From an optimization exercise on the open Yosys and OpenROAD flow, aimed at small area, a short achievable clock period and few clock cycles; shortcuts taken in it are not production practice. The RTL was checked by simulation tests, not by an equivalence proof against the original design. Power and IR drop assume default switching activity.

==> inputs of job 6299 <==
==> flow/design.v <==
package hkv_pkg;
    localparam int KEY_W   = 31;
    localparam int VALUE_W = 32;
    localparam int OP_W    = 2;
    localparam int STAT_W  = 2;
    localparam int DEFAULT_BUCKETS = 16;
    localparam int DEFAULT_WAYS    = 4;
    localparam logic [OP_W-1:0] OP_INSERT = 2'd0;
    localparam logic [OP_W-1:0] OP_READ   = 2'd1;
    localparam logic [OP_W-1:0] OP_DELETE = 2'd2;
    localparam logic [STAT_W-1:0] ST_DONE      = 2'd0;
    localparam logic [STAT_W-1:0] ST_NOT_FOUND = 2'd1;
    localparam logic [STAT_W-1:0] ST_FULL      = 2'd2;
    localparam logic [VALUE_W-1:0] VAL_MISS = 32'hFFFF_FFFF;
    localparam logic [VALUE_W-1:0] VAL_ACK  = 32'h0000_0001;
    typedef struct packed {
        logic found;
        logic have_free;
    } way_hit_t;
endpackage
import hkv_pkg::*;
module hashed_key_value_table_core
#(
    parameter int BUCKETS = DEFAULT_BUCKETS,
    parameter int WAYS    = DEFAULT_WAYS
)
(
    input  logic                      clk,
    input  logic                      rst_n,
    input  logic                      start,
    output logic                      busy,
    input  logic [OP_W-1:0]           operation,
    input  logic [KEY_W-1:0]          key,
    input  logic signed [VALUE_W-1:0] value,
    output logic                      done,
    output logic signed [VALUE_W-1:0] result_value,
    output logic                      hit,
    output logic [STAT_W-1:0]         status
);
    localparam int BW = 4;             
    localparam int TW = KEY_W - BW;    
    localparam int NW = BUCKETS * WAYS;
    logic [NW*TW-1:0]      tag_mem;      
    logic [NW*VALUE_W-1:0] val_mem;      
    logic [NW-1:0]      valid_q;
    logic               a_vld, b_vld, c_vld, d_vld, e_vld;
    logic [OP_W-1:0]    a_op, b_op, c_op;
    logic [KEY_W-1:0]   a_key, b_key, c_key, d_key;
    logic [VALUE_W-1:0] a_val, b_val, c_val, d_val;
    logic [BUCKETS-1:0] a_bsel;
    logic [WAYS*TW-1:0] b_row;
    logic [WAYS-1:0]    b_rowv;
    logic [3:1]         b_sb, b_eq;
    logic [WAYS-1:0]    c_m, c_v;
    logic               c_sb1, c_eq1;
    logic [WAYS-1:0]    d_ins, d_del;
    logic [NW-1:0]      d_we, d_rs;
    logic               d_rd, d_ack, d_hit, d_dl;
    logic [STAT_W-1:0]  d_st;
    logic [WAYS-1:0]    e_ins, e_del;
    logic               done_q, hit_q;
    logic [VALUE_W-1:0] res_q;
    logic [STAT_W-1:0]  st_q;
    assign busy = 1'b0;
    always_ff @(posedge clk or negedge rst_n)
    begin
        if (!rst_n)
        begin
            a_vld  <= 1'b0;
            b_vld  <= 1'b0;
            c_vld  <= 1'b0;
            d_vld  <= 1'b0;
            e_vld  <= 1'b0;
            done_q <= 1'b0;
        end
        else
        begin
            a_vld  <= start;
            b_vld  <= a_vld;
            c_vld  <= b_vld;
            d_vld  <= c_vld;
            e_vld  <= d_vld;
            done_q <= d_vld;
        end
    end
    always_ff @(posedge clk)
    begin
        a_op  <= operation;
        a_key <= key;
        a_val <= value;
        for (int b = 0; b < BUCKETS; b++)
            a_bsel[b] <= (key[BW-1:0] == BW'(b));
    end
    logic [WAYS*TW-1:0] a_row;
    logic [WAYS-1:0] a_rowv;
    always_comb
    begin
        for (int w = 0; w < WAYS; w++)
        begin
            a_row[w*TW +: TW] = '0;
            a_rowv[w] = 1'b0;
            for (int b = 0; b < BUCKETS; b++)
            begin
                a_row[w*TW +: TW] = a_row[w*TW +: TW] | (tag_mem[(b*WAYS+w)*TW +: TW] & {TW{a_bsel[b]}});
                a_rowv[w] = a_rowv[w] | (valid_q[b*WAYS+w] & a_bsel[b]);
            end
        end
    end
    logic [3:1] a_sb, a_eq;
    always_comb
    begin
        a_sb[1] = b_vld && (a_key[BW-1:0] == b_key[BW-1:0]);
        a_sb[2] = c_vld && (a_key[BW-1:0] == c_key[BW-1:0]);
        a_sb[3] = d_vld && (a_key[BW-1:0] == d_key[BW-1:0]);
        a_eq[1] = (a_key == b_key);
        a_eq[2] = (a_key == c_key);
        a_eq[3] = (a_key == d_key);
    end
    always_ff @(posedge clk)
    begin
        b_op   <= a_op;
        b_key  <= a_key;
        b_val  <= a_val;
        b_row  <= a_row;
        b_rowv <= a_rowv;
        b_sb   <= a_sb;
        b_eq   <= a_eq;
    end
    logic [WAYS-1:0] b_m0, b_m1, b_m2, b_v1, b_v2;
    always_comb
    begin
        for (int w = 0; w < WAYS; w++)
            b_m0[w] = b_rowv[w] && (b_row[w*TW +: TW] == b_key[KEY_W-1:BW]);
        b_v1 = b_rowv;
        b_m1 = b_m0;
        if (b_sb[3])
        begin
            b_v1 = (b_rowv & ~e_del) | e_ins;
            b_m1 = (b_m0 & ~e_del & ~e_ins) | (e_ins & {WAYS{b_eq[3]}});
        end
        b_v2 = b_v1;
        b_m2 = b_m1;
        if (b_sb[2])
        begin
            b_v2 = (b_v1 & ~d_del) | d_ins;
            b_m2 = (b_m1 & ~d_del & ~d_ins) | (d_ins & {WAYS{b_eq[2]}});
        end
    end
    always_ff @(posedge clk)
    begin
        c_op  <= b_op;
        c_key <= b_key;
        c_val <= b_val;
        c_m   <= b_m2;
        c_v   <= b_v2;
        c_sb1 <= b_sb[1];
        c_eq1 <= b_eq[1];
    end
    logic [WAYS-1:0] c_m3, c_v3, c_free;
    logic            c_found, c_has_free;
    logic [WAYS-1:0] c_ins, c_del, c_upd;
    logic            c_rd, c_ack, c_hit;
    logic [STAT_W-1:0] c_st;
    logic [BUCKETS-1:0] c_bsel;
    always_comb
        for (int b = 0; b < BUCKETS; b++)
            c_bsel[b] = (c_key[BW-1:0] == BW'(b));
    always_comb
    begin
        c_v3 = c_v;
        c_m3 = c_m;
        if (c_sb1)
        begin
            c_v3 = (c_v & ~d_del) | d_ins;
            c_m3 = (c_m & ~d_del & ~d_ins) | (d_ins & {WAYS{c_eq1}});
        end
        c_found    = |c_m3;
        c_has_free = ~&c_v3;
        c_free     = '0;
        for (int w = WAYS - 1; w >= 0; w--)
            if (!c_v3[w])
                c_free = WAYS'(1) << w;
        c_ins = '0;
        c_del = '0;
        c_upd = '0;
        c_rd  = 1'b0;
        c_ack = 1'b0;
        c_hit = 1'b0;
        c_st  = ST_NOT_FOUND;
        if (c_vld)
        begin
            case (c_op)
                OP_INSERT:
                begin
                    if (c_found)
                    begin
                        c_upd = c_m3;
                        c_ack = 1'b1;
                        c_hit = 1'b1;
                        c_st  = ST_DONE;
                    end
                    else if (c_has_free)
                    begin
                        c_ins = c_free;
                        c_ack = 1'b1;
                        c_st  = ST_DONE;
                    end
                    else
                        c_st  = ST_FULL;
                end
                OP_READ:
                    if (c_found)
                    begin
                        c_rd  = 1'b1;
                        c_hit = 1'b1;
                        c_st  = ST_DONE;
                    end
                OP_DELETE:
                    if (c_found)
                    begin
                        c_del = c_m3;
                        c_rd  = 1'b1;
                        c_hit = 1'b1;
                        c_st  = ST_DONE;
                    end
                default: ;
            endcase
        end
    end
    always_ff @(posedge clk or negedge rst_n)
    begin
        if (!rst_n)
        begin
            d_ins <= '0;
            d_del <= '0;
            d_dl  <= 1'b0;
            e_ins <= '0;
            e_del <= '0;
        end
        else
        begin
            d_ins <= c_ins;
            d_del <= c_del;
            d_dl  <= |c_del;
            e_ins <= d_ins;
            e_del <= d_del;
        end
    end
    always_ff @(posedge clk)
    begin
        d_key <= c_key;
        d_val <= c_val;
        for (int b = 0; b < BUCKETS; b++)
            for (int w = 0; w < WAYS; w++)
            begin
                d_we[b*WAYS+w] <= c_bsel[b] & (c_ins[w] | c_upd[w]);
                d_rs[b*WAYS+w] <= c_bsel[b] & c_m3[w];
            end
        d_rd  <= c_rd;
        d_ack <= c_ack;
        d_hit <= c_hit;
        d_st  <= c_st;
    end
    always_ff @(posedge clk)
    begin
        for (int i = 0; i < NW; i++)
            if (d_we[i])
            begin
                tag_mem[i*TW +: TW]           <= d_key[KEY_W-1:BW];
                val_mem[i*VALUE_W +: VALUE_W] <= d_val;
            end
    end
    always_ff @(posedge clk or negedge rst_n)
    begin
        if (!rst_n)
            valid_q <= '0;
        else
            for (int i = 0; i < NW; i++)
                if (d_we[i] || (d_rs[i] && d_dl))
                    valid_q[i] <= d_we[i];
    end
    logic [VALUE_W-1:0] d_rval;
    always_comb
    begin
        d_rval = '0;
        for (int i = 0; i < NW; i++)
            d_rval = d_rval | (val_mem[i*VALUE_W +: VALUE_W] & {VALUE_W{d_rs[i]}});
    end
    always_ff @(posedge clk)
    begin
        res_q <= d_rd ? d_rval : (d_ack ? VAL_ACK : VAL_MISS);
        hit_q <= d_hit;
        st_q  <= d_st;
    end
    assign done         = done_q;
    assign result_value = res_q;
    assign hit          = hit_q;
    assign status       = st_q;
endmodule
==> flow/run.sh <==
#!/bin/bash
# synth_recipe.tcl (not shown) runs the flow's synth.tcl, then flattens the netlist and writes it again
# the make line also repeats each setting of config.mk as NAME=value (left out here)
make -C /OpenROAD-flow-scripts/flow DESIGN_CONFIG=/design/flow/config.mk WORK_HOME=/design/flow/orfs CLKGATE_MAP_FILE= SYNTH_SCRIPT=/design/flow/synth_recipe.tcl finish
==> flow/config.mk <==
export PLATFORM = sky130hd
export DESIGN_NAME = hashed_key_value_table_core
export DESIGN_NICKNAME = hashed_key_value_table_core
export VERILOG_FILES = /design/flow/design.v
export SDC_FILE = /design/flow/constraint.sdc
export NUM_CORES = 4
export LEC_CHECK = 0
export ABC_CLOCK_PERIOD_IN_PS = 2500
export CAP_MARGIN = 20
export CORE_MARGIN = 2
export CORE_UTILIZATION = 60
export SETUP_SLACK_MARGIN = 1.9
export SLEW_MARGIN = 20
==> flow/constraint.sdc <==
create_clock -name core_clock -period 4.5 [get_ports {clk}]
set_input_delay 0.9000 -clock core_clock [delete_from_list [all_inputs] [get_ports {clk}]]
set_output_delay 0.9000 -clock core_clock [all_outputs]
set_load 0.01 [all_outputs]
==> job 7216 (differences from job 6299) <==
--- a/flow/design.v
+++ b/flow/design.v
@@ -56,5 +56,5 @@
     logic [WAYS-1:0]    d_ins, d_del;
     logic [NW-1:0]      d_we, d_rs;
-    logic               d_rd, d_ack, d_hit, d_dl;
+    logic               d_k0, d_k1, d_hit, d_dl;
     logic [STAT_W-1:0]  d_st;
     logic [WAYS-1:0]    e_ins, e_del;
@@ -255,8 +255,8 @@
             begin
                 d_we[b*WAYS+w] <= c_bsel[b] & (c_ins[w] | c_upd[w]);
-                d_rs[b*WAYS+w] <= c_bsel[b] & c_m3[w];
+                d_rs[b*WAYS+w] <= c_bsel[b] & c_m3[w] & c_rd;
             end
-        d_rd  <= c_rd;
-        d_ack <= c_ack;
+        d_k0  <= !c_rd;
+        d_k1  <= !c_rd && !c_ack;
         d_hit <= c_hit;
         d_st  <= c_st;
@@ -289,5 +289,5 @@
     always_ff @(posedge clk)
     begin
-        res_q <= d_rd ? d_rval : (d_ack ? VAL_ACK : VAL_MISS);
+        res_q <= d_rval | {{(VALUE_W-1){d_k1}}, d_k0};
         hit_q <= d_hit;
         st_q  <= d_st;
Settings changed: ABC_CLOCK_PERIOD_IN_PS 2500 to default, CORE_UTILIZATION 60 to 55, CTS_CLUSTER_DIAMETER from default to 80, CTS_CLUSTER_SIZE from default to 25.
==> job 1055 (differences from job 6299) <==
--- a/flow/design.v
+++ b/flow/design.v
@@ -43,20 +43,19 @@
     logic [NW*TW-1:0]      tag_mem;      
     logic [NW*VALUE_W-1:0] val_mem;      
-    logic [NW-1:0]      valid_q;
-    logic               a_vld, b_vld, c_vld, d_vld, e_vld;
-    logic [OP_W-1:0]    a_op, b_op, c_op;
-    logic [KEY_W-1:0]   a_key, b_key, c_key, d_key;
-    logic [VALUE_W-1:0] a_val, b_val, c_val, d_val;
+    logic [NW-1:0]         valid_q;
+    logic               a_vld, c_vld, d_vld;
+    logic [OP_W-1:0]    a_op, c_op;
+    logic [KEY_W-1:0]   a_key, c_key, d_key;
+    logic [VALUE_W-1:0] a_val, c_val, d_val;
     logic [BUCKETS-1:0] a_bsel;
-    logic [WAYS*TW-1:0] b_row;
-    logic [WAYS-1:0]    b_rowv;
-    logic [3:1]         b_sb, b_eq;
-    logic [WAYS-1:0]    c_m, c_v;
+    localparam int NG = 4;             
+    localparam int GW = (TW + NG - 1) / NG;
+    logic [WAYS*NG-1:0] c_part;        
+    logic [WAYS-1:0]    c_kill2, c_frc2, c_v;
     logic               c_sb1, c_eq1;
     logic [WAYS-1:0]    d_ins, d_del;
     logic [NW-1:0]      d_we, d_rs;
-    logic               d_rd, d_ack, d_hit, d_dl;
+    logic               d_k0, d_k1, d_hit, d_dl;
     logic [STAT_W-1:0]  d_st;
-    logic [WAYS-1:0]    e_ins, e_del;
     logic               done_q, hit_q;
     logic [VALUE_W-1:0] res_q;
@@ -68,8 +67,6 @@
         begin
             a_vld  <= 1'b0;
-            b_vld  <= 1'b0;
             c_vld  <= 1'b0;
             d_vld  <= 1'b0;
-            e_vld  <= 1'b0;
             done_q <= 1'b0;
         end
@@ -77,8 +74,6 @@
         begin
             a_vld  <= start;
-            b_vld  <= a_vld;
-            c_vld  <= b_vld;
+            c_vld  <= a_vld;
             d_vld  <= c_vld;
-            e_vld  <= d_vld;
             done_q <= d_vld;
         end
@@ -93,5 +88,5 @@
     end
     logic [WAYS*TW-1:0] a_row;
-    logic [WAYS-1:0] a_rowv;
+    logic [WAYS-1:0]    a_rowv;
     always_comb
     begin
@@ -99,71 +94,66 @@
         begin
             a_row[w*TW +: TW] = '0;
-            a_rowv[w] = 1'b0;
+            a_rowv[w]         = 1'b0;
             for (int b = 0; b < BUCKETS; b++)
             begin
                 a_row[w*TW +: TW] = a_row[w*TW +: TW] | (tag_mem[(b*WAYS+w)*TW +: TW] & {TW{a_bsel[b]}});
-                a_rowv[w] = a_rowv[w] | (valid_q[b*WAYS+w] & a_bsel[b]);
-            end
-        end
-    end
-    logic [3:1] a_sb, a_eq;
-    always_comb
-    begin
-        a_sb[1] = b_vld && (a_key[BW-1:0] == b_key[BW-1:0]);
-        a_sb[2] = c_vld && (a_key[BW-1:0] == c_key[BW-1:0]);
-        a_sb[3] = d_vld && (a_key[BW-1:0] == d_key[BW-1:0]);
-        a_eq[1] = (a_key == b_key);
-        a_eq[2] = (a_key == c_key);
-        a_eq[3] = (a_key == d_key);
-    end
-    always_ff @(posedge clk)
-    begin
-        b_op   <= a_op;
-        b_key  <= a_key;
-        b_val  <= a_val;
-        b_row  <= a_row;
-        b_rowv <= a_rowv;
-        b_sb   <= a_sb;
-        b_eq   <= a_eq;
-    end
-    logic [WAYS-1:0] b_m0, b_m1, b_m2, b_v1, b_v2;
+                a_rowv[w]         = a_rowv[w] | (valid_q[b*WAYS+w] & a_bsel[b]);
+            end
+        end
+    end
+    logic a_sb1, a_eq1, a_sb2, a_eq2;
+    assign a_sb1 = c_vld && (a_key[BW-1:0] == c_key[BW-1:0]);
+    assign a_sb2 = d_vld && (a_key[BW-1:0] == d_key[BW-1:0]);
+    assign a_eq1 = (a_key == c_key);
+    assign a_eq2 = (a_key == d_key);
+    logic [WAYS*NG-1:0] a_part;
+    logic [WAYS-1:0]    a_v, a_kill2, a_frc2;
     always_comb
     begin
         for (int w = 0; w < WAYS; w++)
-            b_m0[w] = b_rowv[w] && (b_row[w*TW +: TW] == b_key[KEY_W-1:BW]);
-        b_v1 = b_rowv;
-        b_m1 = b_m0;
-        if (b_sb[3])
-        begin
-            b_v1 = (b_rowv & ~e_del) | e_ins;
-            b_m1 = (b_m0 & ~e_del & ~e_ins) | (e_ins & {WAYS{b_eq[3]}});
-        end
-        b_v2 = b_v1;
-        b_m2 = b_m1;
-        if (b_sb[2])
-        begin
-            b_v2 = (b_v1 & ~d_del) | d_ins;
-            b_m2 = (b_m1 & ~d_del & ~d_ins) | (d_ins & {WAYS{b_eq[2]}});
-        end
-    end
-    always_ff @(posedge clk)
-    begin
-        c_op  <= b_op;
-        c_key <= b_key;
-        c_val <= b_val;
-        c_m   <= b_m2;
-        c_v   <= b_v2;
-        c_sb1 <= b_sb[1];
-        c_eq1 <= b_eq[1];
-    end
-    logic [WAYS-1:0] c_m3, c_v3, c_free;
-    logic            c_found, c_has_free;
-    logic [WAYS-1:0] c_ins, c_del, c_upd;
-    logic            c_rd, c_ack, c_hit;
-    logic [STAT_W-1:0] c_st;
+            for (int g = 0; g < NG; g++)
+            begin
+                a_part[w*NG+g] = 1'b1;
+                for (int k = g*GW; k < (g+1)*GW && k < TW; k++)
+                    if (a_row[w*TW+k] != a_key[BW+k])
+                        a_part[w*NG+g] = 1'b0;
+                if (g == 0)
+                    a_part[w*NG+g] = a_part[w*NG+g] & a_rowv[w];
+            end
+        a_v     = a_rowv;
+        a_kill2 = '0;
+        a_frc2  = '0;
+        if (a_sb2)
+        begin
+            a_v     = (a_rowv & ~d_del) | d_ins;
+            a_kill2 = d_ins | d_del;
+            a_frc2  = d_ins & {WAYS{a_eq2}};
+        end
+    end
+    always_ff @(posedge clk)
+    begin
+        c_op  <= a_op;
+        c_key <= a_key;
+        c_val <= a_val;
+        c_part  <= a_part;
+        c_kill2 <= a_kill2;
+        c_frc2  <= a_frc2;
+        c_v     <= a_v;
+        c_sb1 <= a_sb1;
+        c_eq1 <= a_eq1;
+    end
+    logic [WAYS-1:0]    c_m3, c_v3, c_free;
+    logic               c_found, c_has_free;
+    logic [WAYS-1:0]    c_ins, c_del, c_upd;
+    logic               c_rd, c_ack, c_hit;
+    logic [STAT_W-1:0]  c_st;
     logic [BUCKETS-1:0] c_bsel;
     always_comb
         for (int b = 0; b < BUCKETS; b++)
             c_bsel[b] = (c_key[BW-1:0] == BW'(b));
+    logic [WAYS-1:0] c_m;
+    always_comb
+        for (int w = 0; w < WAYS; w++)
+            c_m[w] = c_kill2[w] ? c_frc2[w] : &c_part[w*NG +: NG];
     always_comb
     begin
@@ -235,6 +225,4 @@
             d_del <= '0;
             d_dl  <= 1'b0;
-            e_ins <= '0;
-            e_del <= '0;
         end
         else
@@ -243,6 +231,4 @@
             d_del <= c_del;
             d_dl  <= |c_del;
-            e_ins <= d_ins;
-            e_del <= d_del;
         end
     end
@@ -255,8 +241,8 @@
             begin
                 d_we[b*WAYS+w] <= c_bsel[b] & (c_ins[w] | c_upd[w]);
-                d_rs[b*WAYS+w] <= c_bsel[b] & c_m3[w];
-            end
-        d_rd  <= c_rd;
-        d_ack <= c_ack;
+                d_rs[b*WAYS+w] <= c_bsel[b] & c_m3[w] & c_rd;
+            end
+        d_k0  <= !c_rd;
+        d_k1  <= !c_rd && !c_ack;
         d_hit <= c_hit;
         d_st  <= c_st;
@@ -289,5 +275,5 @@
     always_ff @(posedge clk)
     begin
-        res_q <= d_rd ? d_rval : (d_ack ? VAL_ACK : VAL_MISS);
+        res_q <= d_rval | {{(VALUE_W-1){d_k1}}, d_k0};
         hit_q <= d_hit;
         st_q  <= d_st;
Settings changed: ABC_CLOCK_PERIOD_IN_PS 2500 to default, CORE_UTILIZATION 60 to 55, CTS_CLUSTER_DIAMETER from default to 80, CTS_CLUSTER_SIZE from default to 25.
==> comparison <==
Against job 7216, the fmax of job 1055 is higher by 2.5%. Against job 1055, the utilization of job 6299 is higher by 8.6 points. Between job 6299 and job 7216, the lower first-iteration DRC count is in job 6299 (gap about 7.5%, measured against job 7216). Of job 7216 and job 1055, job 7216 has the higher count of clock-buffer cells in the layout (gap 18). In job 6299 the power is larger than in job 1055, by about 30%.
==> figures <==
| metric | job 7216 | job 1055 | job 6299 |
|---|---|---|---|
| Clock transition at the registers of the reported paths | 0.11 ns | 0.10 ns | 0.06 ns |
| Die X | 529.1 um | 522.1 um | 506.7 um |
| Area of the core | 273900 um2 | 267400 um2 | 251400 um2 |
| Worst-margin pin slew | 1.259 ns | 1.299 ns | 1.302 ns |
| Dpl ws | 1.721 ns | 1.449 ns | 1.588 ns |
| Maximum number of pins on one net before global-route repair | 83 | 79 | 66 |
| Run status | complete, no violations | complete, no violations | complete, no violations |
| GRT met2 Usage | 0.5984 | 0.5838 | 0.6779 |
| Complex-gate fraction of the synthesized area | 0.1126 | 0.1122 | 0.1120 |
| Proportion of cell area spent on the clock network | 0.03722 | 0.03626 | 0.08652 |
| Area fraction of the dominant cell type after synthesis | 0.7476 | 0.7681 | 0.7477 |
Testbench counts of job 6299, summed over its fixed seeds: cycles 16,040.
Testbench counts of job 7216, summed over its fixed seeds: cycles 16,040.
Testbench counts of job 1055, summed over its fixed seeds: cycles 16,032.

port drivers added, routing unchanged:
The results above use ideal ports. As a check the final layouts listed here were re-extracted and re-timed, cells and wires unchanged. Step 1: set_driving_cell puts a clkbuf_16 on clk and a buf_2 on each other input, an assumption about the parent block. Step 2 adds t to the input delays and takes it off the output delays; t is the mean of the earliest and latest rising clock arrival at the registers after step 1. Input paths then give back, and output paths get back, about the clock's delay inside the block. Slacks: ideal ports / drivers / drivers and shift; pairs: ideal ports / drivers.
run | t (ns) | setup slack, ns | cell pins on the clock port's net
job 6299 | 1.116 | 1.793 / 1.768 / 1.793 | 1
job 7216 | 1.040 | 1.681 / 1.681 / 1.681 | 1
job 1055 | 1.042 | 1.749 / 1.749 / 1.749 | 1
After both steps setup and hold are still met in every run listed.
